This design comes from an exercise in tuning for small area and a short achievable clock period on the open sky130 flow, not from production work. RTL that was checked went through simulation tests only; none was proved equivalent to the original. No functional check of the RTL was part of runs 1 to 5. Power is estimated from default activity; no workload was simulated.

===== design/flow/config.mk =====
export PLATFORM = sky130hd
export DESIGN_NAME = i2c_register_transfer_sequencer_top
export DESIGN_NICKNAME = i2c_register_transfer_sequencer_top
export VERILOG_FILES = /design/flow/design.v
export SDC_FILE = /design/flow/constraint.sdc
export NUM_CORES = 4
export LEC_CHECK = 0
export CAP_MARGIN = 20
export CORE_MARGIN = 2
export CORE_UTILIZATION = 55
export CTS_CLUSTER_DIAMETER = 60
export CTS_CLUSTER_SIZE = 20
export PLACE_DENSITY = 0.65
export SETUP_SLACK_MARGIN = 3.9
export SLEW_MARGIN = 20
export SYNTH_HIERARCHICAL = 1
export SYNTH_MINIMUM_KEEP_SIZE = 0

===== design/flow/constraint.sdc =====
create_clock -name core_clock -period 7.5 [get_ports {clock}]
set_input_delay 1.5000 -clock core_clock [delete_from_list [all_inputs] [get_ports {clock}]]
set_output_delay 1.5000 -clock core_clock [all_outputs]
set_load 0.01 [all_outputs]

===== design/flow/design.v =====
package i2crts_pkg;
   localparam logic [1:0] FUNC_LOAD  = 2'd0;
   localparam logic [1:0] FUNC_WRITE = 2'd1;
   localparam logic [1:0] FUNC_READ  = 2'd2;
   localparam logic [1:0] FUNC_EVENT = 2'd3;
   localparam logic [2:0] ACT_NONE  = 3'd0;
   localparam logic [2:0] ACT_START = 3'd1;
   localparam logic [2:0] ACT_STOP  = 3'd2;
   localparam logic [2:0] ACT_SEND  = 3'd3;
   localparam logic [2:0] ACT_RECV  = 3'd4;
   localparam logic [2:0] ACT_ACK   = 3'd5;
   localparam logic [2:0] ACT_NACK  = 3'd6;
   localparam logic [1:0] ST_PENDING = 2'd0;
   localparam logic [1:0] ST_SUCCESS = 2'd1;
   localparam logic [1:0] ST_FAILED  = 2'd2;
endpackage
module i2crts_aoi3 (
   input  logic a0,
   input  logic b0,
   input  logic a1,
   input  logic b1,
   input  logic a2,
   input  logic b2,
   output logic y
);
   assign y = ~((a0 & b0) | (a1 & b1) | (a2 & b2));
endmodule
module i2crts_aoi2 (
   input  logic a0,
   input  logic b0,
   input  logic a1,
   input  logic b1,
   output logic y
);
   assign y = ~((a0 & b0) | (a1 & b1));
endmodule
module i2crts_nand2 (
   input  logic a,
   input  logic b,
   output logic y
);
   assign y = ~(a & b);
endmodule
module i2crts_rgrp #(
   parameter int SLOTS = 16
) (
   input  logic [15:0] sel,
   input  logic [15:0] d,
   output logic [1:0]  p
);
   logic [5:0] n;
   for (genvar k = 0; k < 5; k++) begin : g_aoi
      i2crts_aoi3 u_aoi (
         .a0(sel[3 * k]),     .b0(d[3 * k]),
         .a1(sel[3 * k + 1]), .b1(d[3 * k + 1]),
         .a2(sel[3 * k + 2]), .b2(d[3 * k + 2]),
         .y (n[k])
      );
   end
   i2crts_nand3 u_p0 (.a(n[0]), .b(n[1]), .c(n[2]), .y(p[0]));
   if (SLOTS == 16) begin : g_full
      i2crts_nand2 u_n5 (.a(sel[15]), .b(d[15]), .y(n[5]));
      i2crts_nand3 u_p1 (.a(n[3]), .b(n[4]), .c(n[5]), .y(p[1]));
   end else begin : g_short
      assign n[5] = 1'b1;
      i2crts_nand2 u_p1 (.a(n[3]), .b(n[4]), .y(p[1]));
   end
endmodule
module i2crts_nand3 (
   input  logic a,
   input  logic b,
   input  logic c,
   output logic y
);
   assign y = ~(a & b & c);
endmodule
module i2c_register_transfer_sequencer_top (
   input  logic       clock,
   input  logic       reset,
   input  logic       req_valid,
   output logic       req_ready,
   input  logic [1:0] req_func,
   input  logic [6:0] req_slave_address,
   input  logic [7:0] req_register_address,
   input  logic [7:0] req_byte_count,
   input  logic [7:0] req_buffer_index,
   input  logic [7:0] req_write_byte,
   input  logic       req_nack_seen,
   input  logic       req_bus_collision,
   input  logic [7:0] req_received_byte,
   output logic       rsp_valid,
   input  logic       rsp_ready,
   output logic       rsp_accepted,
   output logic [2:0] rsp_bus_action,
   output logic [7:0] rsp_tx_byte,
   output logic       rsp_rx_valid,
   output logic [7:0] rsp_rx_index,
   output logic [7:0] rsp_rx_data,
   output logic [1:0] rsp_transfer_status
);
   localparam logic [3:0] PH_IDLE      = 4'd0;
   localparam logic [3:0] PH_SEND_ADDR = 4'd1;
   localparam logic [3:0] PH_SEND_REG  = 4'd2;
   localparam logic [3:0] PH_SEND_DATA = 4'd3;
   localparam logic [3:0] PH_RS_STOP   = 4'd4;
   localparam logic [3:0] PH_RS_START  = 4'd5;
   localparam logic [3:0] PH_READ_ADDR = 4'd6;
   localparam logic [3:0] PH_FIRST_RX  = 4'd7;
   localparam logic [3:0] PH_RX_BYTE   = 4'd8;
   localparam logic [3:0] PH_EN_RX     = 4'd9;
   localparam logic [3:0] PH_NACK_DONE = 4'd10;
   localparam logic [3:0] PH_FAIL_END  = 4'd11;
   localparam logic [3:0] PH_OK_END    = 4'd12;
   logic [254:0][7:0] mem_q;
   logic [3:0] ph_q;
   logic [1:0] st_q;
   logic [6:0] sa_q;
   logic [7:0] ra_q;
   logic [7:0] cnt_q;
   logic [7:0] pos_q;
   logic       rd_q;
   logic       vld_q;
   logic       acc_q;
   logic [2:0] act_q;
   logic [7:0] dat_n_q;
   logic       txs_q;
   logic       rxv_q;
   logic accept;
   assign req_ready = !vld_q || rsp_ready;
   assign accept    = req_valid && req_ready;
   logic [15:0] we_lo, we_hi;
   logic        load_acc;
   assign load_acc = accept && (req_func == i2crts_pkg::FUNC_LOAD);
   always_comb begin
      for (int i = 0; i < 16; i++) begin
         we_lo[i] = (req_buffer_index[3:0] == 4'(i));
         we_hi[i] = load_acc && (req_buffer_index[7:4] == 4'(i));
      end
   end
   always_ff @(posedge clock) begin
      for (int i = 0; i < 255; i++) begin
         if (we_hi[i / 16] && we_lo[i % 16]) begin
            mem_q[i] <= req_write_byte;
         end
      end
   end
   logic [15:0] sel_lo, sel_hi;
   logic        ph_sa, ph_sr, ph_ra, ph_rx;
   always_comb begin
      for (int i = 0; i < 16; i++) begin
         sel_lo[i] = (pos_q[3:0] == 4'(i));
         sel_hi[i] = (ph_q == PH_SEND_DATA) && (pos_q[7:4] == 4'(i));
      end
   end
   assign ph_sa = (ph_q == PH_SEND_ADDR);
   assign ph_sr = (ph_q == PH_SEND_REG);
   assign ph_ra = (ph_q == PH_READ_ADDR);
   assign ph_rx = (ph_q == PH_RX_BYTE);
   logic [7:0] dat_n_d;
   for (genvar b = 0; b < 8; b++) begin : g_lane
      logic [15:0][1:0] p;
      logic [10:0]      m;
      logic             o1, o2;
      for (genvar h = 0; h < 16; h++) begin : g_grp
         logic [15:0] d;
         for (genvar i = 0; i < 16; i++) begin : g_d
            if (h * 16 + i < 255) begin : g_slot
               assign d[i] = mem_q[h * 16 + i][b];
            end else begin : g_none
               assign d[i] = 1'b0;
            end
         end
         i2crts_rgrp #(
            .SLOTS(h == 15 ? 15 : 16)
         ) u_grp (
            .sel(sel_lo),
            .d  (d),
            .p  (p[h])
         );
      end
      for (genvar k = 0; k < 10; k++) begin : g_l2
         localparam int J0 = 3 * k;
         localparam int J1 = 3 * k + 1;
         localparam int J2 = 3 * k + 2;
         i2crts_aoi3 u_aoi (
            .a0(sel_hi[J0 / 2]), .b0(p[J0 / 2][J0 % 2]),
            .a1(sel_hi[J1 / 2]), .b1(p[J1 / 2][J1 % 2]),
            .a2(sel_hi[J2 / 2]), .b2(p[J2 / 2][J2 % 2]),
            .y (m[k])
         );
      end
      i2crts_aoi2 u_l2_last (
         .a0(sel_hi[15]), .b0(p[15][0]),
         .a1(sel_hi[15]), .b1(p[15][1]),
         .y (m[10])
      );
      i2crts_aoi3 u_other (
         .a0(ph_sa), .b0(b == 0 ? 1'b0 : sa_q[b == 0 ? 0 : b - 1]),
         .a1(ph_sr), .b1(ra_q[b]),
         .a2(ph_ra), .b2(b == 0 ? 1'b1 : sa_q[b == 0 ? 0 : b - 1]),
         .y (o1)
      );
      i2crts_nand2 u_rx (.a(ph_rx), .b(req_received_byte[b]), .y(o2));
      assign dat_n_d[b] = &{m, o1, o2};
   end
   logic       lt, lt1;
   logic [8:0] pos_p1;
   assign pos_p1 = {1'b0, pos_q} + 9'd1;
   assign lt     = pos_q < cnt_q;
   assign lt1    = pos_p1 < {1'b0, cnt_q};
   logic [3:0] ph_d;
   logic [1:0] st_d;
   logic [7:0] pos_d;
   logic       acc_d;
   logic [2:0] act_d;
   logic       txs_d;
   logic       rxv_d;
   logic       start_d;
   always_comb begin
      ph_d    = ph_q;
      st_d    = st_q;
      pos_d   = pos_q;
      acc_d   = 1'b0;
      act_d   = i2crts_pkg::ACT_NONE;
      txs_d   = 1'b0;
      rxv_d   = 1'b0;
      start_d = 1'b0;
      unique case (req_func)
         i2crts_pkg::FUNC_LOAD: begin
            acc_d = 1'b1;
         end
         i2crts_pkg::FUNC_WRITE, i2crts_pkg::FUNC_READ: begin
            if (ph_q == PH_IDLE) begin
               start_d = 1'b1;
               pos_d   = 8'd0;
               st_d    = i2crts_pkg::ST_PENDING;
               ph_d    = PH_SEND_ADDR;
               acc_d   = 1'b1;
               act_d   = i2crts_pkg::ACT_START;
            end
         end
         default: begin
            if (ph_q != PH_IDLE) begin
               acc_d = 1'b1;
               if (req_bus_collision) begin
                  act_d = i2crts_pkg::ACT_STOP;
                  ph_d  = PH_FAIL_END;
               end else begin
                  unique case (ph_q)
                     PH_SEND_ADDR: begin
                        act_d = i2crts_pkg::ACT_SEND;
                        txs_d = 1'b1;
                        ph_d  = PH_SEND_REG;
                     end
                     PH_SEND_REG: begin
                        if (req_nack_seen) begin
                           act_d = i2crts_pkg::ACT_STOP;
                           ph_d  = PH_FAIL_END;
                        end else begin
                           act_d = i2crts_pkg::ACT_SEND;
                           txs_d = 1'b1;
                           ph_d  = rd_q ? PH_RS_STOP : PH_SEND_DATA;
                        end
                     end
                     PH_SEND_DATA: begin
                        if (req_nack_seen) begin
                           act_d = i2crts_pkg::ACT_STOP;
                           ph_d  = PH_FAIL_END;
                        end else if (lt) begin
                           act_d = i2crts_pkg::ACT_SEND;
                           txs_d = 1'b1;
                           pos_d = pos_p1[7:0];
                        end else begin
                           act_d = i2crts_pkg::ACT_STOP;
                           ph_d  = PH_OK_END;
                        end
                     end
                     PH_RS_STOP: begin
                        act_d = i2crts_pkg::ACT_STOP;
                        ph_d  = PH_RS_START;
                     end
                     PH_RS_START: begin
                        act_d = i2crts_pkg::ACT_START;
                        ph_d  = PH_READ_ADDR;
                     end
                     PH_READ_ADDR: begin
                        act_d = i2crts_pkg::ACT_SEND;
                        txs_d = 1'b1;
                        ph_d  = PH_FIRST_RX;
                     end
                     PH_FIRST_RX: begin
                        if (req_nack_seen) begin
                           act_d = i2crts_pkg::ACT_STOP;
                           ph_d  = PH_FAIL_END;
                        end else begin
                           act_d = i2crts_pkg::ACT_RECV;
                           ph_d  = PH_RX_BYTE;
                        end
                     end
                     PH_RX_BYTE: begin
                        rxv_d = 1'b1;
                        if (lt1) begin
                           act_d = i2crts_pkg::ACT_ACK;
                           ph_d  = PH_EN_RX;
                        end else begin
                           act_d = i2crts_pkg::ACT_NACK;
                           ph_d  = PH_NACK_DONE;
                        end
                     end
                     PH_EN_RX: begin
                        act_d = i2crts_pkg::ACT_RECV;
                        ph_d  = PH_RX_BYTE;
                        pos_d = pos_p1[7:0];
                     end
                     PH_NACK_DONE: begin
                        act_d = i2crts_pkg::ACT_STOP;
                        ph_d  = PH_OK_END;
                     end
                     PH_OK_END: begin
                        st_d = i2crts_pkg::ST_SUCCESS;
                        ph_d = PH_IDLE;
                     end
                     default: begin
                        st_d = i2crts_pkg::ST_FAILED;
                        ph_d = PH_IDLE;
                     end
                  endcase
               end
            end
         end
      endcase
   end
   always_ff @(posedge clock) begin
      if (reset) begin
         ph_q  <= PH_IDLE;
         st_q  <= i2crts_pkg::ST_SUCCESS;
         vld_q <= 1'b0;
      end else begin
         if (accept) begin
            ph_q <= ph_d;
            st_q <= st_d;
         end
         vld_q <= accept || (vld_q && !rsp_ready);
      end
      if (accept) begin
         pos_q <= pos_d;
      end
      if (accept && start_d) begin
         sa_q  <= req_slave_address;
         ra_q  <= req_register_address;
         cnt_q <= req_byte_count;
         rd_q  <= req_func[1];
      end
      if (req_ready) begin
         acc_q   <= acc_d;
         act_q   <= act_d;
         dat_n_q <= dat_n_d;
         txs_q   <= txs_d;
         rxv_q   <= rxv_d;
      end
   end
   assign rsp_valid           = vld_q;
   assign rsp_accepted        = acc_q;
   assign rsp_bus_action      = act_q;
   assign rsp_tx_byte         = ~dat_n_q & {8{txs_q}};
   assign rsp_rx_valid        = rxv_q;
   assign rsp_rx_index        = pos_q & {8{rxv_q}};
   assign rsp_rx_data         = ~dat_n_q & {8{rxv_q}};
   assign rsp_transfer_status = st_q;
endmodule

===== design/flow/run.sh =====
#!/bin/bash
# synth_recipe.tcl (not shown) runs the flow's synth.tcl, then flattens the netlist and writes it again
# the make line also repeats each setting of config.mk as NAME=value (left out here)
make -C /OpenROAD-flow-scripts/flow DESIGN_CONFIG=/design/flow/config.mk WORK_HOME=/design/flow/orfs CLKGATE_MAP_FILE= SYNTH_SCRIPT=/design/flow/synth_recipe.tcl finish

==> results_dict.tcl, run 1 <==
set metrics [dict create \
    drt_iter0_markers 10700 \
    vias 45000 \
    num-fill-cells 9022 \
    die_h_um 373 \
    clock_sinks 2093 \
    layout.nets 4335 \
    avgSynthCellArea_sq_um 19.5 \
    antenna_cells 0 \
    r2r-end "dat_n_q[1]$_DFFE_PN_" \
    reg2reg_depth 10 \
    ys_seq_elements 2093 \
    fin_area_sq_um 87500 \
    vdd_drop_max_uv 153 \
    drv_slew 0 \
    grt_pass1_vias 41900 \
    relSlewSlack 0.209 \
    cts-hold-fix-buffers 0 \
    async_flop_share 0 \
    r2r_setup_slack_ps 3260 \
    worst_setup_path_start_kind "register" \
    fmax_mhz 236 \
    synth_area_sq_um 75000 \
    core_sq_um 135000 \
    stdcell_count 6099 \
    cts_tree "built" \
    cts_root_buffer "clkbuf_16" \
    start_util 0.554 \
    syn_to_final_growth_pct 16.6 \
    grt_max_degree 171 \
    clock_latency_ps 790 \
    htree_levels 4 \
    tns_ps 0 \
    grt_overflow 0 \
    yosys.area.top_type "edfxtp_1" \
    min_path_type "reg2reg" \
    grt_pass1_wl_um 312000 \
    dp_cells 5729 \
    ys_seq_area_frac 0.837 \
    ys.flop_type "edfxtp_1" \
    tightest_slew_ps 1180 \
    postRouteAntennaNets 0 \
    cap_violations 0 \
    setup_viol 0 \
    powerDensity_nw_per_um2 248 \
    drc 0 \
    synth-edff-count 2086 \
    yosys_warnings 7 \
    die_area_sq_um 139000 \
    r2r-start "pos_q[1]$_SDFFCE_PN0P_" \
    drive_above_1_share 0.183 \
    startpoint "pos_q[1]$_SDFFCE_PN0P_" \
    post_drt_via_cell_ratio 7.38 \
    required_ps 8070 \
    synth_compound_area_frac 0.103 \
    synth_top_area_frac 0.835 \
    path_clk_slew_ps 80 \
    numPortBuffers 87 \
    power.total_w 0.0217 \
    synth-adder-area-share 0.00410 \
    clockBufferDepth 3 \
    grt_use_total 0.317 \
    worstSetupPathType "reg2reg" \
    finalCritPeriodShare 0.565 \
    worstSetupEndpoint "dat_n_q[1]$_DFFE_PN_" \
    syn_inst 3839 \
    hold_viol 0 \
    post-route-util 0.646 \
    synth_top_family_by_area "compound AO/OA/AOI/OAI gates" \
    syn_nets 3918 \
    min_period_ps 4240 \
    row_count 135 \
    antenna_found_initial 7 \
    rsz0062_at_grt "yes" \
    synthXorXnorAreaFrac 0.000700 \
    drt_pass1_iterations 13 \
    synth.area.mux_share 0.000267 \
    gp_congestion 0.900 \
    synthSimpleGateAreaFrac 0.0521 \
    status "finished clean" \
    ys_types 53 \
    place_area_sq_um 78700 \
    end_kind "register" \
    routed_wl_um 230000 \
    path_max_fanout 5 \
    leakagePower_nw 26.6 \
    wl_per_cell_um 37.6 \
    synth_area_leaders "edfxtp_1, a222oi_1, nand3_1, nor2_1, nand2_1" \
    crit_arrival_ps 4810 \
    die_w_um 373 \
    finalClockSkew_ps 26.7 \
    cts_buffers 137 \
    dp_hpwl_um 124000 \
    boundaryPins 88 \
]
per-stage QoR:
| stage | hold WS (ps) | worst slack (ps) |
|---|---|---|
| 6_report | 527 | 3260 |
| 5_1_grt | 546 | 3320 |
| 4_1_cts | 534 | 3500 |
| 3_5_place_dp | 516 | 1940 |
| 3_3_place_gp | 488 | 2010 |
| 2_1_floorplan | 512 | 3990 |
logic make-up (layout without fill, tap and decap cells):
family / after synthesis / after routing
compound gates: 782 / 782
xor+xnor: 6 / 6
fa+ha+maj: 24 / 24
buf+inv: 65 / 520
flops: 2093 / 2093
mux: 2 / 2
other cells: 2 / 2
simple gates: 865 / 889
cells in the mapped netlist (all sizes together) (3+ instances only):
master and count:
a21oi 12, nor2b 35, nand4 23, a21o 4, nor3 8, clkbuf 44, a222oi 728, or3 3
o21a 3, and2 20, dfxtp 7, a22oi 8, nand2b 11, edfxtp 2086, ha 23, xor2 4
buf 3, nor4 8, o21ai 4, a31oi 3, nand2 176, inv 18, nand3 270, and3 8
nor2 294
cell usage in the layout, fill, tap and decap left out, types with 14 or more instances in the layout:
cell	n
a222oi_1	728
and2_4	21
buf_12	36
buf_16	15
buf_4	135
clkbuf_16	155
clkdlybuf4s50_1	69
edfxtp_1	2086
ha_1	18
inv_1	14
nand2_1	157
nand3_1	259
nand4_1	23
nor2_1	27
nor2_2	44
nor2_4	223
nor2b_1	27
critical path: stages, from the launching register on:
cell	delay [ps]
edfxtp_1	480
buf_6	170
ha_4	170
and2_4	210
buf_4	210
clkbuf_16	180
a222oi_1	440
nand3_1	240
a222oi_1	680
nand4_1	640
nor4_4	570
metal layers:
layer,vias up,wire length (um),GRT usage
li1,18100,-,-
met1,22600,81700,0.451
met2,3969,102000,0.460
met3,445,37600,0.103
met4,6,8170,0.122
met5,-,32,0
timing repair:
| item | 4_1_cts | 5_1_grt |
|---|---|---|
| gates resized for setup | 510 | 193 |
| pin swaps | 116 | 60 |
| endpoints found under the setup margin | 2082 | 1409 |
| gates cloned | 31 | 14 |
| buffers inserted | 78 | 46 |
worst min-delay path by stage:
stage / endpoint / startpoint / cells after the start
finish: st_q[1]$_SDFFE_PP0P_ / st_q[1]$_SDFFE_PP0P_ / 2
global route: st_q[1]$_SDFFE_PP0P_ / st_q[1]$_SDFFE_PP0P_ / 2
CTS: st_q[1]$_SDFFE_PP0P_ / st_q[1]$_SDFFE_PP0P_ / 2
detailed placement: st_q[1]$_SDFFE_PP0P_ / st_q[1]$_SDFFE_PP0P_ / 2
global placement: st_q[1]$_SDFFE_PP0P_ / st_q[1]$_SDFFE_PP0P_ / 2
floorplan: st_q[1]$_SDFFE_PP0P_ / st_q[1]$_SDFFE_PP0P_ / 2
layout make-up:
type,count,area (sq um),share of cell area
Inverter,18,70.1,0.000801
Timing Repair Buffer,301,3630,0.0415
Sequential cell,2093,62800,0.717
Multi-Input combinational cell,1705,14600,0.167
Clock buffer,157,3670,0.0420
Clock inverter,44,517,0.00591
Tap cell,1781,2230,0.0255
sequential cells by signal, indices dropped and copies added (netlist names), 3 cells and up:
name	flops
ph_q	4
act_q	3
sa_q	7
ra_q	8
mem_q	2040
cnt_q	8
pos_q	8
dat_n_q	8
report_power, final:
group	switching, W	internal [W]
sequential	0.0000264	0.0129
combinational	0.000844	0.000345
clock	0.00384	0.00376
total	0.00471	0.0170
per-module statistics from Yosys, one instance, submodules excluded, excerpt:
module,area [sq um],flip-flops and latches,cells inside
i2crts_nand3,5.00,0,1
i2crts_nand2,3.75,0,1
i2crts_aoi3,10.0,0,1
i2c_register_transfer_sequencer_top,65900,2093,2719
i2crts_aoi2,12.5,0,1
==> inputs of run 2 (changes only) <==
--- a/design/flow/config.mk
+++ b/design/flow/config.mk
@@ -10,4 +10,2 @@
 export CORE_UTILIZATION = 55
-export CTS_CLUSTER_DIAMETER = 60
-export CTS_CLUSTER_SIZE = 20
 export PLACE_DENSITY = 0.65
==> run 2 against run 1 <==
Still clean; clock skew decreased by 0.98 ps; power increased by 12%; count of clock-buffer cells in the layout up 71; fmax fell by 1.8%; critical path depth unchanged; clock power rose by 36%; non-clock buffer count shrank 20; utilization grew 1.6 points; sequential share of layout area shrank 1.7 points; global-route usage increased by 0.28 points; cell count increased by 2.5%; critical path type unchanged; critical endpoint is now dat_n_q[5]$_DFFE_PN_; highest routed layer unchanged.
==> results_dict.tcl, run 2 <==
set metrics [dict create \
    largest_reg_flops 2040 \
    synthSimpleGateAreaFrac 0.0521 \
    startpoint "pos_q[0]$_SDFFCE_PN0P_" \
    clockBufferDepth 3 \
    post-route-util 0.661 \
    cts_buffers 197 \
    yosys_warnings 7 \
    antenna_found_initial 9 \
    crit_chain "inv_2, ha_4, and2_4, buf_4, buf_16, a222oi_1, nand3_1, a222oi_1, nand4_1, nor4_4" \
    setup_ws_ps 3180 \
    dp_hpwl_um 124000 \
    yosys.area.top_type "edfxtp_1" \
    ys_types 53 \
    synth_most_common_cell "edfxtp_1" \
    status "finished clean" \
    vias 45200 \
    slowest_delay_ps 690 \
    grt_use_total 0.320 \
    leakagePower_nw 27.7 \
    async_flop_share 0 \
    gp_congestion 0.900 \
    cap_violations 0 \
    fmax_mhz 232 \
    layout.nets 4372 \
    core_sq_um 135000 \
    grt_overflow 0 \
    drv_slew 0 \
    hold_viol 0 \
    wl_per_cell_um 36.8 \
    worstSetupEndpoint "dat_n_q[5]$_DFFE_PN_" \
    die_w_um 373 \
    synth-adder-area-share 0.00410 \
    crit_arrival_ps 4900 \
    die_h_um 373 \
    dpl_worst_slack_ps 1940 \
    cp_top_family "simple AND/OR/NAND/NOR gates" \
    final_common_cell "edfxtp_1" \
    required_ps 8080 \
    cp_slowest_cell "a222oi_1" \
    critPathBufInv 3 \
    cts_root_buffer "clkbuf_16" \
    cpMostUsedCell "a222oi_1" \
    rsz0062_at_grt "yes" \
    top_register "mem_q" \
    r2r-start "pos_q[0]$_SDFFCE_PN0P_" \
    grt_pass1_vias 42600 \
    finalClockSkew_ps 25.7 \
    path_max_fanout 22 \
    ys.flop_type "edfxtp_1" \
    end_kind "register" \
    postRouteAntennaNets 0 \
    synthXorXnorAreaFrac 0.000700 \
    setup_viol 0 \
    r2r-end "dat_n_q[5]$_DFFE_PN_" \
    syn_to_final_growth_pct 19.4 \
    num-fill-cells 8808 \
    routed_wl_um 230000 \
    final_cell_mix "edfxtp_1, a222oi_1, nand3_1" \
    drc 0 \
    path_clk_slew_ps 60 \
    htree_levels 4 \
    grt_pass1_wl_um 316000 \
    synth_compound_area_frac 0.103 \
    start_util 0.554 \
    power.total_w 0.0244 \
    synth_top_family_by_area "compound AO/OA/AOI/OAI gates" \
    tightest_slew_ps 1150 \
    die_area_sq_um 139000 \
    crit_cells 10 \
    relSlewSlack 0.237 \
    vdd_drop_max_uv 196 \
    avgSynthCellArea_sq_um 19.5 \
    finalCritPeriodShare 0.576 \
    numPortBuffers 87 \
    clock_latency_ps 820 \
    synth_area_sq_um 75000 \
    synth_area_leaders "edfxtp_1, a222oi_1, nand3_1, nor2_1, nand2_1" \
    cts_tree "built" \
    ys_seq_elements 2093 \
    drive_above_1_share 0.199 \
    powerDensity_nw_per_um2 272 \
    syn_nets 3918 \
    r2r_setup_slack_ps 3180 \
    drt_iter0_markers 10100 \
    grt_max_degree 171 \
    clock_sinks 2093 \
    min_period_ps 4320 \
    row_count 135 \
    syn_inst 3839 \
    synth_common_cells "edfxtp_1, a222oi_1, nor2_1, nand3_1, nand2_1" \
    min_path_type "reg2reg" \
    synth.area.mux_share 0.000267 \
    cts-hold-fix-buffers 0 \
    synth_top_area_frac 0.835 \
    drt_pass1_iterations 13 \
    boundaryPins 88 \
    ys_seq_area_frac 0.837 \
    post_drt_via_cell_ratio 7.24 \
    worst_setup_path_start_kind "register" \
    worstSetupPathType "reg2reg" \
    tns_ps 0 \
    reg2reg_depth 10 \
    synth-edff-count 2086 \
]
run 2: cell counts after synthesis:
Identical to the previous run, type by type.
run 2: per-stage QoR:
step | hold slack [ps] | std cells | instance area [sq um]
after global routing | 544 | 6240 | 89600
after global placement | 488 | 5729 | 78700
after floorplan | 512 | 3839 | 75100
after detailed placement | 516 | 5729 | 78700
after CTS | 532 | 6187 | 88200
final | 516 | 6249 | 89600
run 2: worst min path at each step:
stage	startpoint	to	slack, ps	depth (start not counted)
5_1_grt	st_q[1]$_SDFFE_PP0P_	st_q[1]$_SDFFE_PP0P_	540	2
4_1_cts	st_q[1]$_SDFFE_PP0P_	st_q[1]$_SDFFE_PP0P_	530	2
3_3_place_gp	st_q[1]$_SDFFE_PP0P_	st_q[1]$_SDFFE_PP0P_	490	2
3_5_place_dp	st_q[1]$_SDFFE_PP0P_	st_q[1]$_SDFFE_PP0P_	520	2
2_1_floorplan	st_q[1]$_SDFFE_PP0P_	st_q[1]$_SDFFE_PP0P_	510	2
6_report	st_q[1]$_SDFFE_PP0P_	st_q[1]$_SDFFE_PP0P_	520	2
run 2: area by class of cell:
| class | instances | area [sq um] | share of cell area |
|---|---|---|---|
| Inverter | 18 | 72.6 | 0.000810 |
| Sequential cell | 2093 | 62800 | 0.701 |
| Multi-Input combinational cell | 1702 | 14400 | 0.161 |
| Clock buffer | 228 | 5130 | 0.0573 |
| Timing Repair Buffer | 281 | 3410 | 0.0381 |
| Tap cell | 1781 | 2230 | 0.0249 |
| Clock inverter | 136 | 1540 | 0.0172 |
| Antenna cell | 10 | 25.0 | 0.000279 |
run 2: layer usage:
layer | part of all wire | up-vias | GRT usage
li1 | - | 18200 | -
met1 | 0.36 | 22700 | 0.457
met2 | 0.45 | 3846 | 0.468
met3 | 0.16 | 486 | 0.0986
met4 | 0.039 | 8 | 0.121
met5 | 0.00021 | - | 0
run 2: per-module statistics from Yosys, one instance, submodules excluded, a selection:
module / copies in the design / flip-flops and latches / cell area, sq um
i2c_register_transfer_sequencer_top: 1 / 2093 / 65900
i2crts_aoi2: 8 / 0 / 12.5
i2crts_aoi3: 728 / 0 / 10.0
i2crts_nand2: 136 / 0 / 3.75
i2crts_nand3: 248 / 0 / 5.00
run 2: cells by family (layout without fill, tap and decap cells):
family | count (synthesis) | in the layout
other cells | 2 | 12
buf+inv | 65 | 663
simple gates | 865 | 886
flops | 2093 | 2093
compound gates | 782 | 782
fa+ha+maj | 24 | 24
mux | 2 | 2
xor+xnor | 6 | 6
run 2: where the power goes:
group | switching, W | internal, W | leakage, nW
clock network | 0.00431 | 0.00597 | 3.24
logic | 0.000839 | 0.000336 | 5.62
registers | 0.0000251 | 0.0129 | 18.8
run 2: repair_timing:
item | 4_1_cts | 5_1_grt
buffers inserted | 64 | 44
pin swaps | 97 | 36
gates cloned | 30 | 8
resized for setup | 513 | 156
endpoints found under the setup margin | 2078 | 1529
run 2: tightest hold or removal path: cells and delay by family, from the launching register on:
family | cells | cell delay, ps
AO/OA/AOI/OAI | 1 | 60
flip-flops | 1 | 330
AND/OR/NAND/NOR | 1 | 80
==> inputs of run 3 (changes only) <==
--- a/design/flow/design.v
+++ b/design/flow/design.v
@@ -27,11 +27,2 @@
 endmodule
-module i2crts_aoi2 (
-   input  logic a0,
-   input  logic b0,
-   input  logic a1,
-   input  logic b1,
-   output logic y
-);
-   assign y = ~((a0 & b0) | (a1 & b1));
-endmodule
 module i2crts_nand2 (
@@ -43,35 +34,2 @@
 endmodule
-module i2crts_rgrp #(
-   parameter int SLOTS = 16
-) (
-   input  logic [15:0] sel,
-   input  logic [15:0] d,
-   output logic [1:0]  p
-);
-   logic [5:0] n;
-   for (genvar k = 0; k < 5; k++) begin : g_aoi
-      i2crts_aoi3 u_aoi (
-         .a0(sel[3 * k]),     .b0(d[3 * k]),
-         .a1(sel[3 * k + 1]), .b1(d[3 * k + 1]),
-         .a2(sel[3 * k + 2]), .b2(d[3 * k + 2]),
-         .y (n[k])
-      );
-   end
-   i2crts_nand3 u_p0 (.a(n[0]), .b(n[1]), .c(n[2]), .y(p[0]));
-   if (SLOTS == 16) begin : g_full
-      i2crts_nand2 u_n5 (.a(sel[15]), .b(d[15]), .y(n[5]));
-      i2crts_nand3 u_p1 (.a(n[3]), .b(n[4]), .c(n[5]), .y(p[1]));
-   end else begin : g_short
-      assign n[5] = 1'b1;
-      i2crts_nand2 u_p1 (.a(n[3]), .b(n[4]), .y(p[1]));
-   end
-endmodule
-module i2crts_nand3 (
-   input  logic a,
-   input  logic b,
-   input  logic c,
-   output logic y
-);
-   assign y = ~(a & b & c);
-endmodule
 module i2c_register_transfer_sequencer_top (
@@ -146,4 +104,5 @@
    end
-   logic [15:0] sel_lo, sel_hi;
-   logic        ph_sa, ph_sr, ph_ra, ph_rx;
+   logic [15:0]  sel_lo, sel_hi;
+   logic [254:0] sel;
+   logic         ph_sa, ph_sr, ph_ra, ph_rx;
    always_comb begin
@@ -153,2 +112,5 @@
       end
+      for (int i = 0; i < 255; i++) begin
+         sel[i] = sel_hi[i / 16] && sel_lo[i % 16];
+      end
    end
@@ -160,38 +122,12 @@
    for (genvar b = 0; b < 8; b++) begin : g_lane
-      logic [15:0][1:0] p;
-      logic [10:0]      m;
-      logic             o1, o2;
-      for (genvar h = 0; h < 16; h++) begin : g_grp
-         logic [15:0] d;
-         for (genvar i = 0; i < 16; i++) begin : g_d
-            if (h * 16 + i < 255) begin : g_slot
-               assign d[i] = mem_q[h * 16 + i][b];
-            end else begin : g_none
-               assign d[i] = 1'b0;
-            end
-         end
-         i2crts_rgrp #(
-            .SLOTS(h == 15 ? 15 : 16)
-         ) u_grp (
-            .sel(sel_lo),
-            .d  (d),
-            .p  (p[h])
-         );
-      end
-      for (genvar k = 0; k < 10; k++) begin : g_l2
-         localparam int J0 = 3 * k;
-         localparam int J1 = 3 * k + 1;
-         localparam int J2 = 3 * k + 2;
+      logic [84:0] n;
+      logic        o1, o2;
+      for (genvar k = 0; k < 85; k++) begin : g_aoi
          i2crts_aoi3 u_aoi (
-            .a0(sel_hi[J0 / 2]), .b0(p[J0 / 2][J0 % 2]),
-            .a1(sel_hi[J1 / 2]), .b1(p[J1 / 2][J1 % 2]),
-            .a2(sel_hi[J2 / 2]), .b2(p[J2 / 2][J2 % 2]),
-            .y (m[k])
+            .a0(sel[3 * k]),     .b0(mem_q[3 * k][b]),
+            .a1(sel[3 * k + 1]), .b1(mem_q[3 * k + 1][b]),
+            .a2(sel[3 * k + 2]), .b2(mem_q[3 * k + 2][b]),
+            .y (n[k])
          );
       end
-      i2crts_aoi2 u_l2_last (
-         .a0(sel_hi[15]), .b0(p[15][0]),
-         .a1(sel_hi[15]), .b1(p[15][1]),
-         .y (m[10])
-      );
       i2crts_aoi3 u_other (
@@ -203,3 +139,3 @@
       i2crts_nand2 u_rx (.a(ph_rx), .b(req_received_byte[b]), .y(o2));
-      assign dat_n_d[b] = &{m, o1, o2};
+      assign dat_n_d[b] = &{n, o1, o2};
    end
--- a/design/flow/config.mk
+++ b/design/flow/config.mk
@@ -10,2 +10,4 @@
 export CORE_UTILIZATION = 55
+export CTS_CLUSTER_DIAMETER = 60
+export CTS_CLUSTER_SIZE = 20
 export PLACE_DENSITY = 0.65
==> run 3 against run 2 <==
Combinational power is 39% lower; design area is 2.9% lower; worst hold slack worse by 39 ps; synthesized area rose by 0.27%; utilization decreased by 2.0 points; largest cell class unchanged.
==> results_dict.tcl, run 3 <==
set metrics [dict create \
    leakagePower_nw 26.0 \
    tightest_slew_ps 1280 \
    required_ps 7940 \
    synth_most_common_cell "edfxtp_1" \
    pwr-share-clk 0.364 \
    crit_arrival_ps 4190 \
    ys_seq_elements 2093 \
    path_max_fanout 15 \
    gp_congestion 0.952 \
    wl_per_cell_um 35.7 \
    cts_tree "built" \
    syn_to_final_growth_pct 15.6 \
    largest_reg_flops 2040 \
    final_cell_mix "edfxtp_1, a222oi_1, nor2_2" \
    cts_buffers 140 \
    min_period_ps 3740 \
    worstSetupPathType "in2reg" \
    vias 44500 \
    finalClockSkew_ps 30.2 \
    grt_pass1_wl_um 302000 \
    drv_slew 0 \
    drive_above_1_share 0.207 \
    antenna_found_initial 6 \
    die_h_um 374 \
    setup_ws_ps 3760 \
    layout.nets 4348 \
    multi_input_area_sq_um 14500 \
    synth_area_sq_um 75200 \
    die_area_sq_um 140000 \
    boundaryPins 88 \
    drc 0 \
    regArea_sq_um 62800 \
    dp_hpwl_um 128000 \
    finalCritPeriodShare 0.499 \
    final_common_cell "edfxtp_1" \
    cts-hold-fix-buffers 0 \
    ys.flop_type "edfxtp_1" \
    fin_area_sq_um 87000 \
    row_count 135 \
    drt_pass1_iterations 10 \
    clock_latency_ps 810 \
    vdd_drop_max_uv 232 \
    synth_common_cells "edfxtp_1, a222oi_1, nor2_1, nand4_1, clkbuf_1" \
    worst_setup_path_start_kind "input pin" \
    min_path_type "reg2reg" \
    end_kind "register" \
    dpl_worst_slack_ps 2160 \
    p_sw_w 0.00447 \
    synth_area_leaders "edfxtp_1, a222oi_1, nor2_1, nand4_1, ha_1" \
    fmax_mhz 267 \
    pwr-share-seq 0.603 \
    routed_wl_um 219000 \
    relSlewSlack 0.146 \
    drt_iter0_markers 9954 \
    cap_violations 0 \
    status "finished clean" \
    start_util 0.555 \
    tns_ps 0 \
    pwr-share-comb 0.033 \
    synth_top_area_frac 0.833 \
    grt_pass1_vias 41200 \
    synth-edff-count 2086 \
    async_flop_share 0 \
    syn_inst 3927 \
    clock_sinks 2093 \
    p_int_w 0.0170 \
    place_area_sq_um 78600 \
    ys_seq_area_frac 0.834 \
    swShare 0.209 \
    htree_levels 4 \
    top_register "mem_q" \
    rsz0062_at_grt "yes" \
    hold_viol 0 \
    syn_nets 4006 \
    yosys.area.top_type "edfxtp_1" \
    postRouteAntennaNets 0 \
    hold_ws_ps 477 \
    path_clk_slew_ps 70 \
    cts_root_buffer "clkbuf_16" \
    grt_overflow 0 \
    die_w_um 374 \
    post_drt_via_cell_ratio 7.25 \
    ys_types 55 \
    grt_max_degree 163 \
    setup_viol 0 \
    num-fill-cells 9081 \
    numPortBuffers 87 \
    powerDensity_nw_per_um2 246 \
    core_sq_um 136000 \
    avgSynthCellArea_sq_um 19.2 \
    grt_use_total 0.303 \
    yosys_warnings 7 \
    clockBufferDepth 3 \
]
==> run 3: cell types whose count changed after synthesis, moves of 7 or more <==
cell,change
nand4_1,+158
nor4_1,+33
nand2_1,-102
and2_1,-11
nand3_1,-238
a22oi_2,-8
a222oi_1,-40
clkbuf_1,+31
nor2_1,+254
nand2b_1,-7
==> run 3: final cells by class <==
class                           instances  area share
Antenna cell                            4    0.000115
Clock buffer                          161      0.0430
Clock inverter                         61     0.00814
Inverter                               20    0.000863
Multi-Input combinational cell       1733       0.167
Sequential cell                      2093       0.722
Tap cell                             1781      0.0256
Timing Repair Buffer                  281      0.0335
==> run 3: final timing paths <==
path / slack (ps) / endpoint / cells after the start / from
worst max-delay path: 3760 / mem_q[1935]$_DFFE_PP_ / 7 / req_func[1]
worst min-delay path: 480 / st_q[1]$_SDFFE_PP0P_ / 2 / st_q[1]$_SDFFE_PP0P_
worst max register to register: 3770 / dat_n_q[4]$_DFFE_PN_ / 10 / pos_q[1]$_SDFFCE_PN0P_
worst min register to register: 480 / st_q[1]$_SDFFE_PP0P_ / 2 / st_q[1]$_SDFFE_PP0P_
==> run 3: repair_timing <==
item                                   in CTS  in global routing
endpoints found under the hold margin       0                  0
cloned                                      1                  4
gates resized for setup                   478                219
setup endpoints to repair                2066               1796
buffers inserted                           36                104
pin swaps                                  28                 73
==> run 3: power groups by stage <==
stage	sequential [W]	clock [W]	combinational (W)
2_1_floorplan	0.0132	0	0.000163
3_3_place_gp	0.0132	0	0.000577
3_5_place_dp	0.0132	0	0.000577
4_1_cts	0.0129	0.00787	0.000639
5_1_grt	0.0129	0.00827	0.000739
6_report	0.0129	0.00780	0.000714
==> run 3: layer usage <==
metal	GRT usage	wire [um]	vias to the layer above
li1	-	-	18100
met5	0	13	-
met3	0.0702	27500	541
met1	0.423	80900	22200
met2	0.458	99900	3552
met4	0.143	10700	2
==> run 3: stage by stage <==
step	util	std cells	total power [W]
floorplan	-	3927	0.0133
global placement	0.579	5763	0.0138
detailed placement	0.579	5763	0.0138
CTS	0.627	6022	0.0214
global route	0.641	6132	0.0219
finish	0.641	6134	0.0214
==> run 3: Yosys stat by module (local to each module, per instance) <==
module / flip-flops and latches / times used / cell area, sq um
i2c_register_transfer_sequencer_top: 2093 / 1 / 68300
i2crts_aoi3: 0 / 688 / 10.0
i2crts_nand2: 0 / 8 / 3.75
==> run 3: cells by family (layout without fill, tap and decap cells) <==
| family | after synthesis | count (layout) | synth area share |
|---|---|---|---|
| AOI/OAI and AO/OA | 744 | 744 | 0.0967 |
| xor gates and xnor gates | 6 | 6 | 0.000699 |
| adders and majority gates | 24 | 24 | 0.00409 |
| buffers and inverters | 103 | 523 | 0.00525 |
| DFF | 2093 | 2093 | 0.834 |
| muxes | 2 | 2 | 0.000266 |
| other | 2 | 6 | 0.0000998 |
| and+or+nand+nor | 953 | 955 | 0.0585 |
==> run 3: worst max-delay path: stages <==
cell and delay (ps):
clkdlybuf4s50_1 500, inv_1 120, ha_1 260, nand4_1 280, nor2_2 560, nand3_4 410, nor2_2 510
==> inputs of run 4 (changes only) <==
--- a/design/flow/config.mk
+++ b/design/flow/config.mk
@@ -9,6 +9,6 @@
 export CORE_MARGIN = 2
-export CORE_UTILIZATION = 55
+export CORE_UTILIZATION = 65
 export CTS_CLUSTER_DIAMETER = 60
 export CTS_CLUSTER_SIZE = 20
-export PLACE_DENSITY = 0.65
+export PLACE_DENSITY = 0.75
 export SETUP_SLACK_MARGIN = 3.9
==> run 4 against run 3 <==
Largest power group unchanged; sequential share of layout area rose by 0.88 points; first-iteration DRC count up 15%; die area decreased by 15%; still clean on timing, DRC and antenna.
==> results_dict.tcl, run 4 <==
set metrics [dict create \
    htree_levels 4 \
    boundaryPins 88 \
    avgSynthCellArea_sq_um 19.2 \
    rsz0062_at_grt "yes" \
    clock_latency_ps 780 \
    die_area_sq_um 118000 \
    relSlewSlack 0.226 \
    ys_seq_area_frac 0.834 \
    synth_area_leaders "edfxtp_1, a222oi_1, nor2_1, nand4_1, ha_1" \
    drt_iter0_markers 11400 \
    grt_overflow 0 \
    synth_compound_area_frac 0.0967 \
    path_clk_slew_ps 80 \
    path_max_fanout 16 \
    start_util 0.657 \
    end_kind "register" \
    status "finished clean" \
    ys_types 55 \
    min_period_ps 3790 \
    numPortBuffers 87 \
    routed_wl_um 217000 \
    leakagePower_nw 25.8 \
    cts_tree "built" \
    cap_violations 0 \
    met1_usage 0.498 \
    synth_area_sq_um 75200 \
    busiest_layer "met2" \
    syn_to_final_growth_pct 14.2 \
    dp_hpwl_um 122000 \
    drv_slew 0 \
    finalClockSkew_ps 26.2 \
    synth_most_common_cell "edfxtp_1" \
    use_met3 0.0893 \
    grt_pass1_vias 41800 \
    ys_seq_elements 2093 \
    synth-adder-area-share 0.00409 \
    grt_max_degree 170 \
    die_h_um 344 \
    drt_pass1_iterations 13 \
    tns_ps 0 \
    layout.nets 4334 \
    cts_buffers 134 \
    fin_area_sq_um 85900 \
    met2_usage 0.526 \
    antenna_found_initial 6 \
    die_w_um 344 \
    postRouteAntennaNets 0 \
    hold_viol 0 \
    synth-edff-count 2086 \
    clockBufferDepth 3 \
    drc 0 \
    synth_top_area_frac 0.833 \
    critPathBufInv 3 \
    grt_pass1_wl_um 297000 \
    num-fill-cells 6190 \
    top_register "mem_q" \
    yosys.area.top_type "edfxtp_1" \
    required_ps 7920 \
    synthSimpleGateAreaFrac 0.0585 \
    final_cell_mix "edfxtp_1, a222oi_1, nor2_2" \
    syn_inst 3927 \
    cp_slowest_cell "nor2_2" \
    async_flop_share 0 \
    powerDensity_nw_per_um2 244 \
    cts_root_buffer "clkbuf_16" \
    final_common_cell "edfxtp_1" \
    synth_common_cells "edfxtp_1, a222oi_1, nor2_1, nand4_1, clkbuf_1" \
    vias 45400 \
    gp_congestion 0.974 \
    tightest_slew_ps 1160 \
    synthXorXnorAreaFrac 0.000698 \
    place_area_sq_um 78300 \
    crit_arrival_ps 4200 \
    synth.area.mux_share 0.000266 \
    ys.flop_type "edfxtp_1" \
    core_sq_um 115000 \
    setup_ws_ps 3710 \
    hold_ws_ps 467 \
    worstSetupPathType "in2reg" \
    setup_viol 0 \
    row_count 124 \
    yosys_warnings 7 \
    drive_above_1_share 0.194 \
    synth_top_family_by_area "compound AO/OA/AOI/OAI gates" \
    r2r_setup_slack_ps 3760 \
    largest_reg_flops 2040 \
    slowest_delay_ps 570 \
    cp_top_family "simple AND/OR/NAND/NOR gates" \
    wl_per_cell_um 37.1 \
    grt_use_total 0.356 \
    vdd_drop_max_uv 219 \
    dpl_worst_slack_ps 2120 \
    post_drt_via_cell_ratio 7.79 \
    fmax_mhz 264 \
    clock_sinks 2093 \
    crit_chain "clkdlybuf4s50_1, inv_1, ha_2, nand3_1, nor3_1, buf_4, nand2_2, nor2_2" \
    min_path_type "reg2reg" \
    syn_nets 4006 \
    worst_setup_path_start_kind "input pin" \
    finalCritPeriodShare 0.505 \
]
-- run 4: worst paths after layout --
path                                              to                   start  cells after the start
worst max-delay path            mem_q[134]$_DFFE_PP_             req_func[0]                      8
worst min-delay path            st_q[0]$_SDFFE_PP1P_    st_q[0]$_SDFFE_PP1P_                      1
worst max register to register  dat_n_q[1]$_DFFE_PN_  pos_q[3]$_SDFFCE_PN0P_                     10
worst min register to register  st_q[0]$_SDFFE_PP1P_    st_q[0]$_SDFFE_PP1P_                      1
-- run 4: cell type report --
type	instances	area (sq um)	share of cell area
antenna	2	5.00	0.0000582
clock inverter	53	528	0.00614
timing repair buffer	274	2920	0.0340
tap	1512	1890	0.0220
sequential	2093	62800	0.731
clock buffer	148	3530	0.0411
multi-input combinational	1732	14200	0.165
inverter	20	75.1	0.000873
-- run 4: logic make-up after synthesis --
group / Yosys count
DFF: 2093
and+or+nand+nor: 953
AOI/OAI and AO/OA: 744
buffers and inverters: 103
adders and majority gates: 24
xor gates and xnor gates: 6
other: 2
muxes: 2
-- run 4: worst reg2reg max path, cell delays in order (launching register included) --
cell      delay (ps)
edfxtp_1         500
and2_1           350
nand2_8          200
buf_12           200
buf_12           180
nor2_2           110
a222oi_1         620
nand4_1          290
nor4_2           520
nand4_1          430
nor2_1           200
-- run 4: stage by stage --
stage / utilization / total power [W] / instances
after floorplan: - / 0.0133 / 3927
after global placement: 0.683 / 0.0138 / 5493
after detailed placement: 0.683 / 0.0138 / 5494
after CTS: 0.734 / 0.0209 / 5728
after global routing: 0.751 / 0.0214 / 5832
final: 0.751 / 0.0210 / 5834
-- run 4: metal layers --
| metal | wire (um) | part of all wire |
|---|---|---|
| met5 | 54 | 0.00025 |
| met3 | 33800 | 0.16 |
| met4 | 13000 | 0.060 |
| met1 | 72600 | 0.34 |
| met2 | 97100 | 0.45 |
-- run 4: report_power, final --
group | switching, W | leakage, nW | internal [W]
clock network | 0.00378 | 1.97 | 0.00358
registers | 0.0000309 | 18.8 | 0.0129
logic | 0.000523 | 4.99 | 0.000176
total | 0.00434 | 25.8 | 0.0166
-- run 4: repair_timing --
action | 4_1_cts | 5_1_grt
pin swaps | 35 | 70
hold buffers | 0 | 0
buffers inserted | 32 | 102
cloned | 1 | 2
resized for setup | 420 | 220
hold endpoints to repair | 0 | 0
setup endpoints to repair | 2090 | 1996
-- run 4: modules after synthesis, one instance, submodules excluded --
module,times used,area [sq um],cells inside,flops+latches
i2c_register_transfer_sequencer_top,1,68300,3231,2093
i2crts_aoi3,688,10.0,1,0
i2crts_nand2,8,3.75,1,0
==> inputs of run 5 (changes only) <==
--- a/design/flow/design.v
+++ b/design/flow/design.v
@@ -88,9 +88,15 @@
    assign accept    = req_valid && req_ready;
+   logic        wp_q;
+   logic [7:0]  wa_q;
+   logic [7:0]  wd_q;
    logic [15:0] we_lo, we_hi;
-   logic        load_acc;
-   assign load_acc = accept && (req_func == i2crts_pkg::FUNC_LOAD);
+   always_ff @(posedge clock) begin
+      wp_q <= accept && (req_func == i2crts_pkg::FUNC_LOAD);
+      wa_q <= req_buffer_index;
+      wd_q <= req_write_byte;
+   end
    always_comb begin
       for (int i = 0; i < 16; i++) begin
-         we_lo[i] = (req_buffer_index[3:0] == 4'(i));
-         we_hi[i] = load_acc && (req_buffer_index[7:4] == 4'(i));
+         we_lo[i] = (wa_q[3:0] == 4'(i));
+         we_hi[i] = wp_q && (wa_q[7:4] == 4'(i));
       end
@@ -100,3 +106,3 @@
          if (we_hi[i / 16] && we_lo[i % 16]) begin
-            mem_q[i] <= req_write_byte;
+            mem_q[i] <= wd_q;
          end
@@ -106,3 +112,5 @@
    logic [254:0] sel;
-   logic         ph_sa, ph_sr, ph_ra, ph_rx;
+   logic         ph_sa, ph_sr, ph_ra, ph_rx, ph_sd, byp;
+   assign ph_sd = (ph_q == PH_SEND_DATA);
+   assign byp   = wp_q && (wa_q == pos_q);
    always_comb begin
@@ -110,3 +118,3 @@
          sel_lo[i] = (pos_q[3:0] == 4'(i));
-         sel_hi[i] = (ph_q == PH_SEND_DATA) && (pos_q[7:4] == 4'(i));
+         sel_hi[i] = ph_sd && !byp && (pos_q[7:4] == 4'(i));
       end
@@ -123,3 +131,3 @@
       logic [84:0] n;
-      logic        o1, o2;
+      logic        o1, o2, o3;
       for (genvar k = 0; k < 85; k++) begin : g_aoi
@@ -139,3 +147,4 @@
       i2crts_nand2 u_rx (.a(ph_rx), .b(req_received_byte[b]), .y(o2));
-      assign dat_n_d[b] = &{n, o1, o2};
+      i2crts_nand2 u_byp (.a(ph_sd && byp), .b(wd_q[b]), .y(o3));
+      assign dat_n_d[b] = &{n, o1, o2, o3};
    end
--- a/design/flow/config.mk
+++ b/design/flow/config.mk
@@ -9,6 +9,6 @@
 export CORE_MARGIN = 2
-export CORE_UTILIZATION = 65
+export CORE_UTILIZATION = 55
 export CTS_CLUSTER_DIAMETER = 60
 export CTS_CLUSTER_SIZE = 20
-export PLACE_DENSITY = 0.75
+export PLACE_DENSITY = 0.65
 export SETUP_SLACK_MARGIN = 3.9
==> run 5 against run 4 <==
The layout now fails its checks (max-capacitance violations, max-slew violations); global-route usage shrank 5.0 points; clock skew rose by 12 ps; sequential share of layout area up 0.15 points; synthesized cell count rose by 0.76%; via count down 1.5%; synthesized area increased by 0.65%; fmax fell by 3.0%; count of clock-buffer cells in the layout is 9 higher; wire length up 1.4%; worst hold slack worse by 5.0 ps; combinational power increased by 6.2%; cell count is 5.1% higher.
==> results_dict.tcl, run 5 <==
set metrics [dict create \
    fin_area_sq_um 86300 \
    powerDensity_nw_per_um2 250 \
    avgSynthCellArea_sq_um 19.1 \
    synth_common_cells "edfxtp_1, a222oi_1, nor2_1, nand4_1, nand2_1" \
    crit_arrival_ps 4560 \
    start_util 0.552 \
    cp_slowest_cell "nor4_4" \
    cts_buffers 139 \
    grt_use_total 0.306 \
    synth_area_sq_um 75700 \
    clock_latency_ps 810 \
    post-route-util 0.629 \
    hold_path_startpoint "st_q[0]$_SDFFE_PP1P_" \
    routed_wl_um 219000 \
    drt_pass1_iterations 10 \
    worst_setup_path_start_kind "register" \
    synth-edff-count 2086 \
    row_count 136 \
    drt_iter0_markers 10200 \
    grt_overflow 0 \
    finalClockSkew_ps 38.3 \
    tns_ps 0 \
    boundaryPins 88 \
    syn_inst 3957 \
    path_clk_slew_ps 80 \
    clock_sinks 2110 \
    hold_depth 1 \
    end_kind "register" \
    grt_pass1_wl_um 306000 \
    drv_slew 6 \
    layout.nets 4339 \
    wl_per_cell_um 35.8 \
    vdd_drop_max_uv 225 \
    largest_reg_flops 2040 \
    top_register "mem_q" \
    power.total_w 0.0215 \
    yosys_warnings 7 \
    synth_area_leaders "edfxtp_1, a222oi_1, nor2_1, nand4_1, dfxtp_1" \
    yosys.area.top_type "edfxtp_1" \
    so_faults "max-capacitance violations, max-slew violations" \
    grt_pass1_vias 41900 \
    grt_max_degree 199 \
    r2r_setup_slack_ps 3600 \
    drc 0 \
    final_common_cell "edfxtp_1" \
    synth_top_area_frac 0.827 \
    cp_top_family "simple AND/OR/NAND/NOR gates" \
    vias 44700 \
    die_area_sq_um 141000 \
    drive_above_1_share 0.161 \
    relSlewSlack -0.0201 \
    ys_types 54 \
    cts_root_buffer "clkbuf_16" \
    postRouteAntennaNets 0 \
    async_flop_share 0 \
    dp_hpwl_um 137000 \
    crit_chain "xnor2_1, nand3_1, nor4_4, buf_6, nor3_4, buf_12, nand2_4, buf_12, nor2_4, a222oi_1, nand4_1, nor4_4, nand4_1, nor2_1" \
    hold_ws_ps 462 \
    gp_congestion 0.969 \
    min_path_type "reg2reg" \
    r2r-end "dat_n_q[2]$_DFFE_PN_" \
    reg2reg_depth 14 \
    fmax_mhz 256 \
    htree_levels 4 \
    core_sq_um 137000 \
    ys_seq_elements 2110 \
    numPortBuffers 87 \
    r2r-start "pos_q[4]$_SDFFCE_PN0P_" \
    antenna_found_initial 12 \
    tightest_slew_ps 1520 \
    cts-hold-fix-buffers 0 \
    ys.flop_type "edfxtp_1" \
    clockBufferDepth 3 \
    status "finished with violations" \
    die_h_um 375 \
    required_ps 8160 \
    synth_most_common_cell "edfxtp_1" \
    slowest_delay_ps 580 \
    hold-path-endpoint "st_q[0]$_SDFFE_PP1P_" \
    place_area_sq_um 79200 \
    critPathBufInv 3 \
    syn_nets 4036 \
    die_w_um 375 \
    finalCritPeriodShare 0.520 \
    hold_viol 0 \
    setup_viol 0 \
    ys_seq_area_frac 0.834 \
    rsz0062_at_grt "yes" \
    worstSetupPathType "reg2reg" \
    leakagePower_nw 25.8 \
    syn_to_final_growth_pct 13.9 \
    post_drt_via_cell_ratio 7.30 \
    path_max_fanout 8 \
    num-fill-cells 9351 \
    min_period_ps 3900 \
    cts_tree "built" \
    final_cell_mix "edfxtp_1, a222oi_1, nor2_1" \
    cap_violations 1 \
]
run 5: cell count changes in the layout (fill, tap and decap cells not counted), moves of 7 or more:
cell and delta:
nand2_4 -9, nor4_4 +10, buf_12 -18, nand2_1 +11, buf_8 -11, buf_4 -7
nand2_8 +7, clkbuf_1 +7, dfxtp_1 +9, nor2_1 +104, nor2_2 -102
run 5: per-stage QoR:
stage | instances | worst slack (ps)
finish | 6132 | 3600
global route | 6129 | 3580
CTS | 6080 | 3740
detailed placement | 5815 | 2300
global placement | 5811 | 2060
floorplan | 3957 | 3980
run 5: logic make-up after synthesis:
kind of cell | share of synthesized area
muxes | 0.000397
and+or+nand+nor | 0.0592
AOI/OAI and AO/OA | 0.0955
buffers and inverters | 0.00560
other | 0.0000992
adders and majority gates | 0.00406
DFF | 0.834
xor gates and xnor gates | 0.00162
run 5: layout make-up:
| type | count | area, sq um | area share |
|---|---|---|---|
| Antenna cell | 3 | 7.51 | 0.0000870 |
| Clock buffer | 157 | 3610 | 0.0418 |
| Clock inverter | 59 | 714 | 0.00828 |
| Inverter | 18 | 67.6 | 0.000783 |
| Multi-Input combinational cell | 1746 | 14100 | 0.163 |
| Sequential cell | 2110 | 63200 | 0.732 |
| Tap cell | 1794 | 2240 | 0.0260 |
| Timing Repair Buffer | 245 | 2410 | 0.0279 |
run 5: how the worst max path moves through the flow:
| stage | start | end | slack [ps] | cells past startpoint |
|---|---|---|---|---|
| final | pos_q[4]$_SDFFCE_PN0P_ | dat_n_q[2]$_DFFE_PN_ | 3600 | 14 |
| after global routing | pos_q[2]$_SDFFCE_PN0P_ | dat_n_q[2]$_DFFE_PN_ | 3580 | 11 |
| after CTS | ph_q[0]$_SDFFE_PP0P_ | dat_n_q[3]$_DFFE_PN_ | 3740 | 13 |
| after detailed placement | pos_q[2]$_SDFFCE_PN0P_ | dat_n_q[2]$_DFFE_PN_ | 2300 | 11 |
| after global placement | pos_q[2]$_SDFFCE_PN0P_ | dat_n_q[4]$_DFFE_PN_ | 2060 | 11 |
| after floorplan | rsp_ready | req_ready | 3980 | 1 |
run 5: what timing repair did:
action                     4_1_cts  5_1_grt
gates cloned                     1        3
resized for setup              363      101
setup endpoints to repair       31       15
setup buffers                   48       45
pin swaps                       48       77
run 5: modules after synthesis, one instance, submodules excluded:
module | copies in the design | cells inside | cell area, sq um | flops+latches
i2c_register_transfer_sequencer_top | 1 | 3253 | 68800 | 2110
i2crts_aoi3 | 688 | 1 | 10.0 | 0
i2crts_nand2 | 16 | 1 | 3.75 | 0
run 5: power breakdown:
| part | internal [W] | switching (W) | total [W] | leakage [nW] |
|---|---|---|---|---|
| Clock | 0.00381 | 0.00392 | 0.00773 | 2.10 |
| Sequential | 0.0130 | 0.0000832 | 0.0131 | 19.0 |
| Combinational | 0.000200 | 0.000542 | 0.000742 | 4.74 |
run 5: metal layers:
layer  vias to the layer above  GRT usage  part of all wire
li1                      18100          -                 -
met1                     22600      0.445              0.38
met3                       455     0.0778              0.14
met2                      3569      0.452              0.44
met5                         -          0          0.000087
met4                         2      0.115             0.041
==> inputs of run 6 (changes only) <==
--- a/design/flow/design.v
+++ b/design/flow/design.v
@@ -85,2 +85,4 @@
    logic       rxv_q;
+   logic [15:0] sel_lo_n_q;
+   logic [15:0] sel_hi_n_q;
    logic accept;
@@ -110,14 +112,7 @@
    end
-   logic [15:0]  sel_lo, sel_hi;
    logic [254:0] sel;
-   logic         ph_sa, ph_sr, ph_ra, ph_rx, ph_sd, byp;
-   assign ph_sd = (ph_q == PH_SEND_DATA);
-   assign byp   = wp_q && (wa_q == pos_q);
+   logic         ph_sa, ph_sr, ph_ra, ph_rx, byp;
    always_comb begin
-      for (int i = 0; i < 16; i++) begin
-         sel_lo[i] = (pos_q[3:0] == 4'(i));
-         sel_hi[i] = ph_sd && !byp && (pos_q[7:4] == 4'(i));
-      end
       for (int i = 0; i < 255; i++) begin
-         sel[i] = sel_hi[i / 16] && sel_lo[i % 16];
+         sel[i] = !(sel_hi_n_q[i / 16] || sel_lo_n_q[i % 16]);
       end
@@ -128,2 +123,3 @@
    assign ph_rx = (ph_q == PH_RX_BYTE);
+   assign byp   = wp_q && (wa_q == pos_q) && (ph_q == PH_SEND_DATA);
    logic [7:0] dat_n_d;
@@ -131,3 +127,3 @@
       logic [84:0] n;
-      logic        o1, o2, o3;
+      logic        o1, o2;
       for (genvar k = 0; k < 85; k++) begin : g_aoi
@@ -147,4 +143,3 @@
       i2crts_nand2 u_rx (.a(ph_rx), .b(req_received_byte[b]), .y(o2));
-      i2crts_nand2 u_byp (.a(ph_sd && byp), .b(wd_q[b]), .y(o3));
-      assign dat_n_d[b] = &{n, o1, o2, o3};
+      assign dat_n_d[b] = byp ? !wd_q[b] : &{n, o1, o2};
    end
@@ -291,2 +286,12 @@
          pos_q <= pos_d;
+         for (int i = 0; i < 16; i++) begin
+            sel_hi_n_q[i] <= (pos_d[7:4] != 4'(i));
+         end
+      end
+      if (reset) begin
+         sel_lo_n_q <= '1;
+      end else if (accept) begin
+         for (int i = 0; i < 16; i++) begin
+            sel_lo_n_q[i] <= (ph_d != PH_SEND_DATA) || (pos_d[3:0] != 4'(i));
+         end
       end
--- a/design/flow/config.mk
+++ b/design/flow/config.mk
@@ -13,3 +13,3 @@
 export PLACE_DENSITY = 0.65
-export SETUP_SLACK_MARGIN = 3.9
+export SETUP_SLACK_MARGIN = 4.0
 export SLEW_MARGIN = 20
==> run 6 against run 5 <==
Combinational power decreased by 39%; via count is essentially flat; count of clock-buffer cells in the layout is 10 higher; synthesized area increased by 1.9%; clock skew is essentially flat; power rose by 0.43%; flip-flop and latch count grew 32; the run now finishes clean.
==> results_dict.tcl, run 6 <==
set metrics [dict create \
    status "finished clean" \
    wl_met3_um 26300 \
    htree_levels 4 \
    tightest_slew_ps 1240 \
    clock_latency_ps 800 \
    avgSynthCellArea_sq_um 18.8 \
    fmax_mhz 280 \
    largest_reg_flops 2040 \
    powerDensity_nw_per_um2 252 \
    cts_buffers 142 \
    worst_setup_path_start_kind "register" \
    pwr-share-clk 0.368 \
    final_cell_mix "edfxtp_1, a222oi_1, nor2_1" \
    antenna_cells 0 \
    async_flop_share 0 \
    wl_met2_um 98800 \
    p_sw_w 0.00435 \
    cts_tree "built" \
    finalCritPeriodShare 0.476 \
    wl_met1_um 81100 \
    required_ps 8130 \
    wl_per_cell_um 34.3 \
    syn_nets 4178 \
    grt_max_degree 211 \
    row_count 137 \
    cts_root_buffer "clkbuf_16" \
    die_w_um 379 \
    grt_use_total 0.297 \
    yosys_warnings 7 \
    dp_hpwl_um 130000 \
    drv_slew 0 \
    worstSetupPathType "reg2reg" \
    p_int_w 0.0173 \
    relSlewSlack 0.173 \
    boundaryPins 88 \
    synth_common_cells "edfxtp_1, a222oi_1, nor2_1, nand4_1, clkbuf_1" \
    routed_wl_um 215000 \
    syn_to_final_growth_pct 11.2 \
    layout.nets 4384 \
    end_kind "register" \
    stdcell_count 6261 \
    vdd_drop_max_uv 187 \
    ys_types 73 \
    synth_area_sq_um 77200 \
    leakagePower_nw 25.8 \
    pwr-share-seq 0.611 \
    gp_congestion 0.922 \
    finalClockSkew_ps 38.4 \
    grt_overflow 0 \
    top_regs "mem_q x2040, sel_hi_n_q x16, sel_lo_n_q x16" \
    ys_seq_area_frac 0.828 \
    synth_most_common_cell "edfxtp_1" \
    path_clk_slew_ps 80 \
    synth_top_area_frac 0.818 \
    top_register "mem_q" \
    numPortBuffers 87 \
    antenna_found_initial 6 \
    swShare 0.201 \
    drc 0 \
    drt_pass1_iterations 9 \
    top_layer "met5" \
    crit_arrival_ps 4200 \
    clockBufferDepth 3 \
    min_path_type "reg2reg" \
    setup_viol 0 \
    die_area_sq_um 143000 \
    start_util 0.554 \
    pwr-share-comb 0.021 \
    path_max_fanout 16 \
    postRouteAntennaNets 0 \
    ys_seq_elements 2142 \
    tns_ps 0 \
    final_common_cell "edfxtp_1" \
    ys.flop_type "edfxtp_1" \
    cap_violations 0 \
    die_h_um 379 \
    core_sq_um 139000 \
    rsz0062_at_grt "yes" \
    yosys.area.top_type "edfxtp_1" \
    synth-edff-count 2102 \
    clock_sinks 2142 \
    post_drt_via_cell_ratio 7.15 \
    grt_pass1_wl_um 302000 \
    synth_area_leaders "edfxtp_1, a222oi_1, nor2_1, nand4_1, dfxtp_1" \
    grt_pass1_vias 42300 \
    drt_iter0_markers 9247 \
    syn_inst 4102 \
    min_period_ps 3570 \
    hold_viol 0 \
    dp_cells 5987 \
    vias 44800 \
    drive_above_1_share 0.0937 \
]
## run 6: cell count changes in the layout (fill, tap and decap cells not counted), moves of 9 or more
cell,before,now
nand2_8,17,0
nand4_1,187,170
a31oi_1,1,20
clkdlybuf4s50_1,73,58
nor2_4,66,0
edfxtp_1,2086,2102
nand3_1,11,42
nor4_2,6,24
buf_4,126,65
nand2_4,9,0
nor2_1,306,556
nor4_4,28,1
dlygate4sd2_1,7,19
nor2_2,172,1
## run 6: layout make-up
| class | instances | area [sq um] |
|---|---|---|
| sequential | 2142 | 64000 |
| inverter | 23 | 95.1 |
| fill | 9873 | 53500 |
| tap | 1876 | 2350 |
| multi-input combinational | 1814 | 13000 |
| timing repair buffer | 185 | 1890 |
| clock buffer | 167 | 3850 |
| clock inverter | 54 | 653 |
## run 6: per-layer routing
layer,vias up,GRT usage
met5,-,0
met4,4,0.109
li1,18400,-
met3,418,0.0586
met2,3105,0.454
met1,22800,0.427
## run 6: power by group through the flow
stage,Combinational (W),Clock (W),Sequential [W]
final,0.000452,0.00796,0.0132
after global routing,0.000475,0.00842,0.0132
after CTS,0.000432,0.00804,0.0132
after detailed placement,0.000394,0,0.0135
after global placement,0.000381,0,0.0135
after floorplan,0.000133,0,0.0135
## run 6: kinds of logic (layout without fill, tap and decap cells)
logic type      Yosys count  after routing  synth area share
flops                  2142           2142             0.828
simple gates            974            974            0.0591
compound gates          791            791            0.0984
buf+inv                 146            429           0.00749
fa+ha+maj                21             21           0.00350
xor+xnor                 16             16           0.00182
mux                      10             10           0.00130
other cells               2              2         0.0000973
## run 6: what timing repair did
| item | in CTS | in global routing |
|---|---|---|
| buffers inserted | 40 | 12 |
| endpoints found under the setup margin | 64 | 48 |
| gates resized for setup | 63 | 44 |
| hold buffers | 0 | 0 |
| pin swaps | 4 | 10 |
| cloned | 1 | 0 |
## run 6: worst max-delay path: stages (launching register included)
cell and delay, ps:
dfxtp_2 460, buf_6 390, nor2_1 270, a222oi_1 480, nand4_1 320, nor4_1 620
nand2_1 270, nor4_1 300, nand3_1 130, mux2i_1 190
## run 6: Yosys stat by module (local to each module, per instance)
module                               times used  flip-flops and latches  cells
i2c_register_transfer_sequencer_top           1                    2142   3406
i2crts_nand2                                  8                       0      1
i2crts_aoi3                                 688                       0      1
## run 6: worst paths after layout
path | slack (ps) | from | cells after the start | to
worst min register to register | 520 | st_q[1]$_SDFFE_PP0P_ | 2 | st_q[1]$_SDFFE_PP0P_
worst max-delay path | 3930 | sel_lo_n_q[14]$_SDFFE_PP1P_ | 9 | dat_n_q[4]$_DFFE_PN_
worst min-delay path | 520 | st_q[1]$_SDFFE_PP0P_ | 2 | st_q[1]$_SDFFE_PP0P_
worst max register to register | 3930 | sel_lo_n_q[14]$_SDFFE_PP1P_ | 9 | dat_n_q[4]$_DFFE_PN_
## run 6: metrics by stage
step / hold WS, ps / setup slack, ps / total power [W] / cell area, sq um / util
4_1_cts: 530 / 3990 / 0.0217 / 85500 / 0.614
3_3_place_gp: 506 / 2970 / 0.0139 / 80500 / 0.577
6_report: 518 / 3930 / 0.0216 / 85800 / 0.616
2_1_floorplan: 531 / 4080 / 0.0137 / 77200 / -
3_5_place_dp: 512 / 2940 / 0.0139 / 80500 / 0.578
5_1_grt: 566 / 3990 / 0.0221 / 85800 / 0.616

[separate check: timing with driven ports]
In the flow no input, the clock included, has a driving cell. The finished layouts below were timed again as built, in two steps.
Step 1: set_driving_cell puts a clkbuf_16 on clock and a buf_2 on each other input, an assumption about the parent block.
Step 2 times the ports against the registers' clock, not the clock port: input delays grow and output delays shrink by t, the midpoint of the rising clock arrivals with the driver on.
Slacks: ideal / step 1 / step 2; pairs: ideal / step 1.
run	t (ns)	setup slack, ns	pins driven straight from the clock port
run 1	0.862	3.259 / 3.259 / 2.882	1
run 2	0.898	3.183 / 3.183 / 2.839	1
run 3	0.878	3.757 / 3.772 / 2.935	1
run 4	0.843	3.713 / 3.762 / 2.919	1
run 5	0.875	3.597 / 3.597 / 3.176	1
run 6	0.851	3.927 / 3.927 / 3.271	1
The setup slack of run 3, which loses most, moves by +0.015 ns with the drivers and by -0.822 ns with both steps.
